Source: an optimization exercise on an open RTL-to-GDS flow (aim: small area, a short achievable clock period and few clock cycles per item). Production flows keep margins and buffers that such runs may drop. Only simulation tests tie the RTL to the original design; equivalence was not proved. Power and IR drop assume default switching activity.

Setup of run A:
## psg_top
module psg_top
(
	input  logic                clk_i,
	input  logic                rst_i,
	input  logic                wr_i,
	input  logic [ADR_W-1:0]    adr_i,
	input  logic [DATA_W-1:0]   dat_i,
	input  logic                credit_i,
	output logic                sample_valid_o,
	output logic [SAMPLE_W-1:0] aud_o
);
	logic [NVOICE*CFG_W-1:0] cfg;
	logic [VOL_W-1:0] volume;
	logic [NVOICE-1:0] copy;
	logic [NVOICE-1:0] renew;
	logic issue;
	logic [NVOICE*WAVE_W-1:0] wave;
	logic [NVOICE*ENV_W-1:0]  level;
	voice_regs u_regs (
		.clk_i    (clk_i),
		.rst_i    (rst_i),
		.wr_i     (wr_i),
		.adr_i    (adr_i),
		.dat_i    (dat_i),
		.cfg_o    (cfg),
		.volume_o (volume)
	);
	frame_sequencer u_seq (
		.clk_i       (clk_i),
		.rst_i       (rst_i),
		.wr_i        (wr_i),
		.adr_i       (adr_i),
		.credit_i    (credit_i),
		.copy_o      (copy),
		.renew_o     (renew),
		.issue_o     (issue),
		.out_valid_o (sample_valid_o)
	);
	envelope_stage u_env (
		.clk_i   (clk_i),
		.rst_i   (rst_i),
		.cfg_i   (cfg),
		.copy_i  (copy),
		.renew_i (renew),
		.issue_i (issue),
		.level_o (level)
	);
	phase_stage u_phase (
		.clk_i   (clk_i),
		.rst_i   (rst_i),
		.cfg_i   (cfg),
		.issue_i (issue),
		.wave_o  (wave)
	);
	mix_stage u_mix (
		.clk_i    (clk_i),
		.wave_i   (wave),
		.level_i  (level),
		.volume_i (volume),
		.aud_o    (aud_o)
	);
endmodule
Size: about 4500 cells after synthesis, roughly 580 flip-flops.
==> flow/config.mk <==
export PLATFORM = sky130hd
export DESIGN_NAME = psg_top
export DESIGN_NICKNAME = psg_top
export VERILOG_FILES = /design/flow/design.v
export SDC_FILE = /design/flow/constraint.sdc
export NUM_CORES = 4
export LEC_CHECK = 0
export CAP_MARGIN = 20
export CORE_MARGIN = 2
export CORE_UTILIZATION = 40
export CTS_BUF_LIST = sky130_fd_sc_hd__clkbuf_4 sky130_fd_sc_hd__clkbuf_8
export SLEW_MARGIN = 20
==> flow/constraint.sdc <==
create_clock -name core_clock -period 11.0 [get_ports {clk_i}]
set_input_delay 2.2000 -clock core_clock [delete_from_list [all_inputs] [get_ports {clk_i}]]
set_output_delay 2.2000 -clock core_clock [all_outputs]
set_load 0.01 [all_outputs]
standard.sh (not shown) runs the stock make flow with config.mk's settings and CLKGATE_MAP_FILE= SYNTH_SCRIPT=/design/flow/synth_recipe.tcl, a recipe that flattens the netlist after the stock synthesis.
==> flow/flow/run.sh <==
#!/bin/bash
set -euo pipefail
bash standard.sh SETUP_SLACK_MARGIN=7 finish > make_finish.log 2>&1
Run A has completed all stages; timing, DRC and antenna checks passed.
Testbench counts of run A, summed over its fixed seeds: cycles 4,970, items 4,079.
For run B, these inputs were changed with respect to run A:
- CTS_BUF_LIST no longer set, was sky130_fd_sc_hd__clkbuf_4 sky130_fd_sc_hd__clkbuf_8
==> flow/run.sh (new file) <==
#!/bin/bash
# synth_recipe.tcl (not shown) runs the flow's synth.tcl, then flattens the netlist and writes it again
# the make line also repeats each setting of config.mk as NAME=value (left out here)
make -C /OpenROAD-flow-scripts/flow DESIGN_CONFIG=/design/flow/config.mk WORK_HOME=/design/flow/orfs CLKGATE_MAP_FILE= SYNTH_SCRIPT=/design/flow/synth_recipe.tcl finish
removed: flow/flow/run.sh
removed: flow/standard.sh
Findings:
Run B: full flow OK, the timing, design-rule and antenna checks passed
Diff run A -> run B: number of fill cells in the layout went up by about 0.7%, global-route usage went down by 0.41 points, amount of wire on met2 after detailed routing went down by about 7%, core occupancy in the finished layout went down by 1.3 points.
Run B has less setup slack than run A.
| combinational power | run B vs run A | about 6% lower |
Switching portion of total power was lower in run B than in run A.
Run B vs run A, number of violations reported at the end of detailed-routing iteration 0 went down by about 13%.
Between run A and run B, the cell count went down.
Between run A and run B, proportion of cell area occupied by registers is lower for run A, run B comes in above that.
For the routed length on met3, run B came in 17% higher than run A did.

[static timing again, ports no longer ideal]
The flow's constraints put no driver on any port. The routed layouts listed below were extracted and timed again, unchanged, in two steps. Step 1 sets driving cells, clkbuf_16 on the clock port and buf_2 on the other inputs (assumed; they add their load-dependent delay and slew). Step 2 times the ports against the registers' clock, not the clock port: input delays grow and output delays shrink by t, the midpoint of the rising clock arrivals with the driver on. Slacks: no drivers / after step 1 / after step 2; pairs: no drivers / after step 1.
run | t, ns | setup WS [ns] | worst hold slack (ns) | clock arrival spread, ns | worst register clock-pin slew, ns
run A | 0.836 | 6.911 / 6.911 / 6.304 | 0.438 / 0.438 / 0.438 | 0.068 / 0.068 | 0.07 / 0.07
run B | 0.698 | 5.654 / 5.672 / 4.975 | 0.442 / 0.442 / 0.442 | 0.048 / 0.049 | 0.07 / 0.07
After both steps setup and hold are still met in every run listed. The setup slack of run B, which loses most, moves by +0.018 ns with the drivers and by -0.679 ns with both steps.
